From an optimization exercise on the open Yosys and OpenROAD flow, aimed at a short achievable clock period and few clock cycles; shortcuts taken in it are not production practice. Function was checked by simulation only, so behaviour that the tests miss may differ from the original. The clock input has no modelled driver; a real chip could not lean on it and would need a root buffer or a full tree. Power is estimated from default activity; no workload was simulated.

## ember
Design console_buffer, start of the top module:
module console_buffer (
  input  logic       clk,
  input  logic       rst,
  input  logic       i_char_stb,
  input  logic [7:0] i_char,
  input  logic       i_alt_func_en,
  input  logic [2:0] i_tab_count,
  input  logic       i_clear_screen_stb,
  output logic       o_wr_char_rdy,
  input  logic       i_read_frame_stb,
  input  logic       i_char_req_en,
  output logic       o_char_rdy,
  output logic [7:0] o_char
);
make LEC_CHECK=0 ABC_CLOCK_PERIOD_IN_PS=1500 CAP_MARGIN=20 CORE_MARGIN=2 CORE_UTILIZATION=40 SETUP_SLACK_MARGIN=3.3 SLEW_MARGIN=20 SYNTH_MEMORY_MAX_BITS=4096 TNS_END_PERCENT=100 finish   # period 5.0 ns
run.sh (not shown) runs the stock make flow with config.mk's settings and CLKGATE_MAP_FILE= SYNTH_SCRIPT=/design/flow/synth_recipe.tcl, a recipe that flattens the netlist after the stock synthesis.
ember completed end to end with timing, DRC and antenna clean.
Testbench counts of ember, summed over its fixed seeds: cycles 30,826.
For harbor, these inputs were changed with respect to ember:
Settings: SETUP_SLACK_MARGIN no longer set, was 3.3; ABC_CLOCK_PERIOD_IN_PS no longer set, was 1500; TNS_END_PERCENT no longer set, was 100.
On initial antenna violation count, the lower figure sits with harbor, not ember. Critical path arrival ends up lower on ember. Going from ember to harbor, final routed wirelength across all metal layers shows a reduction of 41 mm, total power draw now sits lower, fraction of final layout cells with drive strength greater than 1 dropped 31 points, final standard cell area without fillers now smaller. What harbor reported for wire length of the first global-routing pass has to be multiplied by 1.3 to get the figure for ember. Cmp ember and harbor / sequential share of layout area / higher: harbor. Total number of vias, harbor vs ember: down by more than 10%. Looking at ember and harbor, the clock power is a wash.


## build 5
Another version of the RTL of console_buffer (not shown whole).
Size: roughly 660 flip-flops, ~30000 µm² of cells after synthesis.
export LEC_CHECK = 0
export ABC_CLOCK_PERIOD_IN_PS = 1500
export CAP_MARGIN = 20
export CORE_MARGIN = 2
export CORE_UTILIZATION = 55
export SETUP_SLACK_MARGIN = 3.3
export SLEW_MARGIN = 20
export SYNTH_MEMORY_MAX_BITS = 4096
export TNS_END_PERCENT = 100
create_clock -name core_clock -period 5.0 [get_ports {clk}]
standard.sh (not shown) runs the stock make flow with config.mk's settings and CLKGATE_MAP_FILE= SYNTH_SCRIPT=/design/flow/synth_recipe.tcl, a recipe that flattens the netlist after the stock synthesis.
==> flow/flow/run.sh <==
#!/bin/bash
# The standard layout, with the clock tree replaced after CTS by a two-level one (flow/post_cts.tcl).
# make's output goes to standard.log; each ORFS step keeps its own log under orfs/logs.
set -euo pipefail
here=$(pwd)
export POST_CTS_TCL="$here/flow/post_cts.tcl"
bash standard.sh > "$here/standard.log" 2>&1
==> flow/flow/post_cts.tcl <==
# Replace the clock tree that CTS made with a two-level tree: the clock port drives
# NROOT root buffers, each at the centre of a group of leaf buffers; each leaf buffer
# sits at the centre of a compact group of at most LEAF_MAX clock sinks. Groups come from
# recursive halving along x and y, so every sink sees the same two buffers from the port.
set blk      [ord::get_db_block]
set db       [ord::get_db]
set nroot 4
set leaf_max 24
set leaf_cell sky130_fd_sc_hd__clkbuf_16
set root_cell sky130_fd_sc_hd__clkbuf_16
set port_net [[$blk findBTerm clk] getNet]

# Registers that drive an output port through its port buffer go next to that buffer,
# so the register-to-port path has no long wire (detailed placement legalises them)
foreach bt [$blk getBTerms] {
  if {[$bt getIoType] ne "OUTPUT"} { continue }
  set pbuf ""
  foreach it [[$bt getNet] getITerms] { if {[$it isOutputSignal]} { set pbuf [$it getInst] } }
  if {$pbuf eq "" || [$pbuf findITerm A] eq "NULL" || [[$pbuf findITerm A] getNet] eq "NULL"} { continue }
  foreach it [[[$pbuf findITerm A] getNet] getITerms] {
    if {[$it isOutputSignal] && [[[$it getInst] getMaster] isSequential]} {
      lassign [$pbuf getLocation] bx by
      [$it getInst] setLocation $bx $by
      puts "post_cts: [[$it getInst] getName] moved next to [$pbuf getName]"
    }
  }
}

proc is_clk_cell {inst} {
  set n [$inst getName]
  return [expr {[string match "clkbuf_*" $n] || [string match "clkload*" $n]}]
}

# Walk the tree from the port: clock buffers and dummy loads go, everything else is a sink
set sinks {}
set dead_insts {}
set dead_nets {}
set todo [list $port_net]
while {[llength $todo]} {
  set net [lindex $todo 0]
  set todo [lrange $todo 1 end]
  foreach it [$net getITerms] {
    if {[$it isOutputSignal]} { continue }
    set inst [$it getInst]
    if {[is_clk_cell $inst]} {
      lappend dead_insts $inst
      foreach ot [$inst getITerms] {
        if {[$ot isOutputSignal] && [$ot getNet] ne "NULL"} {
          lappend todo [$ot getNet]
          lappend dead_nets [$ot getNet]
        }
      }
    } else {
      lappend sinks $it
    }
  }
}
puts "post_cts: [llength $sinks] sinks, removing [llength $dead_insts] clock cells"
foreach it $sinks { $it disconnect }
foreach inst $dead_insts {
  foreach it [$inst getITerms] { if {[$it getNet] ne "NULL"} { $it disconnect } }
  odb::dbInst_destroy $inst
}
foreach net [lsort -unique $dead_nets] { odb::dbNet_destroy $net }

proc item_xy {it} {
  if {[catch {set xy [$it getAvgXY]}] || [lindex $xy 0] == 0} {
    set b [[$it getInst] getBBox]
    return [list [expr {([$b xMin] + [$b xMax]) / 2}] [expr {([$b yMin] + [$b yMax]) / 2}]]
  }
  return [lrange $xy 1 2]
}

# Split items (each {x y obj}) into 2^k groups of at most max items, halving along the longer side
proc split_groups {items max} {
  if {[llength $items] <= $max} { return [list $items] }
  set xs {}; set ys {}
  foreach i $items { lappend xs [lindex $i 0]; lappend ys [lindex $i 1] }
  set xs [lsort -integer $xs]; set ys [lsort -integer $ys]
  set axis [expr {([lindex $xs end] - [lindex $xs 0]) >= ([lindex $ys end] - [lindex $ys 0]) ? 0 : 1}]
  set sorted [lsort -integer -index $axis $items]
  set h [expr {[llength $sorted] / 2}]
  return [concat [split_groups [lrange $sorted 0 [expr {$h - 1}]] $max] \
                 [split_groups [lrange $sorted $h end] $max]]
}

proc centre {items} {
  set sx 0; set sy 0
  foreach i $items { set sx [expr {$sx + [lindex $i 0]}]; set sy [expr {$sy + [lindex $i 1]}] }
  set n [llength $items]
  return [list [expr {$sx / $n}] [expr {$sy / $n}]]
}

proc add_buf {blk master name xy in_net} {
  set inst [odb::dbInst_create $blk $master $name]
  $inst setLocation [lindex $xy 0] [lindex $xy 1]
  $inst setPlacementStatus PLACED
  set net [odb::dbNet_create $blk "${name}_net"]
  $net setSigType CLOCK
  [$inst findITerm A] connect $in_net
  [$inst findITerm X] connect $net
  return [list $inst $net]
}

set items {}
foreach it $sinks { lappend items [concat [item_xy $it] [list $it]] }
set leaf_groups [split_groups $items $leaf_max]
set leaf_items {}
set k 0
foreach g $leaf_groups { lappend leaf_items [concat [centre $g] [list $g]] }
set root_groups [split_groups $leaf_items [expr {int(ceil([llength $leaf_items] / double($nroot)))}]]
puts "post_cts: [llength $leaf_groups] leaf buffers in [llength $root_groups] root groups"

set lm [$db findMaster $leaf_cell]
set rm [$db findMaster $root_cell]
set r 0
set l 0
foreach rg $root_groups {
  lassign [add_buf $blk $rm "clkbuf_root_$r" [centre $rg] $port_net] rinst rnet
  foreach li $rg {
    lassign [add_buf $blk $lm "clkbuf_leaf_$l" [lrange $li 0 1] $rnet] linst lnet
    foreach s [lindex $li 2] { [lindex $s 2] connect $lnet }
    incr l
  }
  incr r
}
$port_net setSigType CLOCK

# Legalise the new buffers, then repair timing on the new tree as CTS did on its own
detailed_placement
estimate_parasitics -placement
repair_timing_helper
detailed_placement
check_placement -verbose
Both conditions hold for build 5: the flow ran to the end and the final layout passed the timing, DRC and antenna checks.
Testbench counts of build 5, summed over its fixed seeds: cycles 30,826.
### build 5 -> build 50
diff --git a/flow/flow/post_cts.tcl b/flow/flow/post_cts.tcl
--- a/flow/flow/post_cts.tcl
+++ b/flow/flow/post_cts.tcl
@@ -11,18 +11,2 @@
 set port_net [[$blk findBTerm clk] getNet]
-
-# Registers that drive an output port through its port buffer go next to that buffer,
-# so the register-to-port path has no long wire (detailed placement legalises them)
-foreach bt [$blk getBTerms] {
-  if {[$bt getIoType] ne "OUTPUT"} { continue }
-  set pbuf ""
-  foreach it [[$bt getNet] getITerms] { if {[$it isOutputSignal]} { set pbuf [$it getInst] } }
-  if {$pbuf eq "" || [$pbuf findITerm A] eq "NULL" || [[$pbuf findITerm A] getNet] eq "NULL"} { continue }
-  foreach it [[[$pbuf findITerm A] getNet] getITerms] {
-    if {[$it isOutputSignal] && [[[$it getInst] getMaster] isSequential]} {
-      lassign [$pbuf getLocation] bx by
-      [$it getInst] setLocation $bx $by
-      puts "post_cts: [[$it getInst] getName] moved next to [$pbuf getName]"
-    }
-  }
-}
 
diff --git a/flow/config.mk b/flow/config.mk
--- a/flow/config.mk
+++ b/flow/config.mk
@@ -10,3 +10,3 @@
 export CORE_MARGIN = 2
-export CORE_UTILIZATION = 55
+export CORE_UTILIZATION = 40
 export SETUP_SLACK_MARGIN = 3.3
Notes after the runs:
Sort build 50 and build 5 by sequential share of layout area asc -> top: build 5
Design internal power: build 5 vs build 50, no meaningful difference
The setup slack of build 50 is smaller than that of build 5.
Build 50 -> build 5: number of I/O pins flat
Clock period minus final worst setup slack | build 50 above build 5
Sort build 50 and build 5 by fraction of met3 tracks used by global routing asc -> top: build 50
Compared with build 5, in build 50 number of placement rows went up; total power closely matched the old numbers; global-route usage -9.7 points.
Reported for build 50 and build 5, post-detailed-route DRC marker count turned out identical to the last digit.
In build 50 the cell total after placement turned out 261 higher than in build 5.
The following lists how build 96 was set up differently from build 50:
diff --git a/flow/flow/post_cts.tcl b/flow/flow/post_cts.tcl
--- a/flow/flow/post_cts.tcl
+++ b/flow/flow/post_cts.tcl
@@ -11,2 +11,18 @@
 set port_net [[$blk findBTerm clk] getNet]
+
+# Registers that drive an output port through its port buffer go next to that buffer,
+# so the register-to-port path has no long wire (detailed placement legalises them)
+foreach bt [$blk getBTerms] {
+  if {[$bt getIoType] ne "OUTPUT"} { continue }
+  set pbuf ""
+  foreach it [[$bt getNet] getITerms] { if {[$it isOutputSignal]} { set pbuf [$it getInst] } }
+  if {$pbuf eq "" || [$pbuf findITerm A] eq "NULL" || [[$pbuf findITerm A] getNet] eq "NULL"} { continue }
+  foreach it [[[$pbuf findITerm A] getNet] getITerms] {
+    if {[$it isOutputSignal] && [[[$it getInst] getMaster] isSequential]} {
+      lassign [$pbuf getLocation] bx by
+      [$it getInst] setLocation $bx $by
+      puts "post_cts: [[$it getInst] getName] moved next to [$pbuf getName]"
+    }
+  }
+}
 
### Flow results
Compared with build 50, in build 96 count of inverters not on the clock network in the layout saw little to no change, combinational share of power saw an increase.
Final sequential cell count came out exactly the same in build 96 and build 50.
Fraction of power consumed by the clock network: build 50 vs build 96 — no meaningful difference
Final-stage net count: build 96 > build 50
Build 96 against build 50; routed wire length is up slightly.
Build 50 and build 96 ended up with roughly the same post-route worst hold slack.
Changes observed in build 96 relative to build 50: via count now sits higher; post-route minimum period dropped 0.021 ns.
No run of this note takes its clock network from TritonCTS; it comes from the design's own scripts or RTL.

## re-timing with driven ports
Ports are ideal in the flow. The routed layouts listed here were re-timed in OpenROAD.
Step 1: set_driving_cell puts a clkbuf_16 on clk and a buf_2 on each other input, an assumption about the parent block.
Step 2 also shifts input and output timing later by t, the mid clock arrival at the registers, as if the neighbouring blocks saw the same clock.
Three values: ideal ports, drivers, drivers and shift; two values: the first two.
| run | shift t [ns] | slack for setup (ns) | hold slack, ns | clock arrival spread, ns |
|---|---|---|---|---|
| ember | 0.697 | 2.885 / 2.870 / 2.728 | 0.462 / 0.462 / 0.462 | 0.028 / 0.027 |
| harbor | 0.685 | 2.316 / 2.316 / 2.195 | 0.452 / 0.452 / 0.452 | 0.029 / 0.029 |
| build 5 | 0.514 | 3.161 / 3.028 / 2.904 | 0.324 / 0.324 / 0.324 | 0.024 / 0.024 |
| build 50 | 0.515 | 3.109 / 2.975 / 2.960 | 0.326 / 0.326 / 0.326 | 0.024 / 0.024 |
| build 96 | 0.518 | 3.130 / 3.016 / 2.981 | 0.326 / 0.326 / 0.326 | 0.025 / 0.024 |
After both steps setup and hold are still met in every run listed. The setup slack of build 5, which loses most, moves by -0.133 ns with the drivers and by -0.257 ns with both steps.
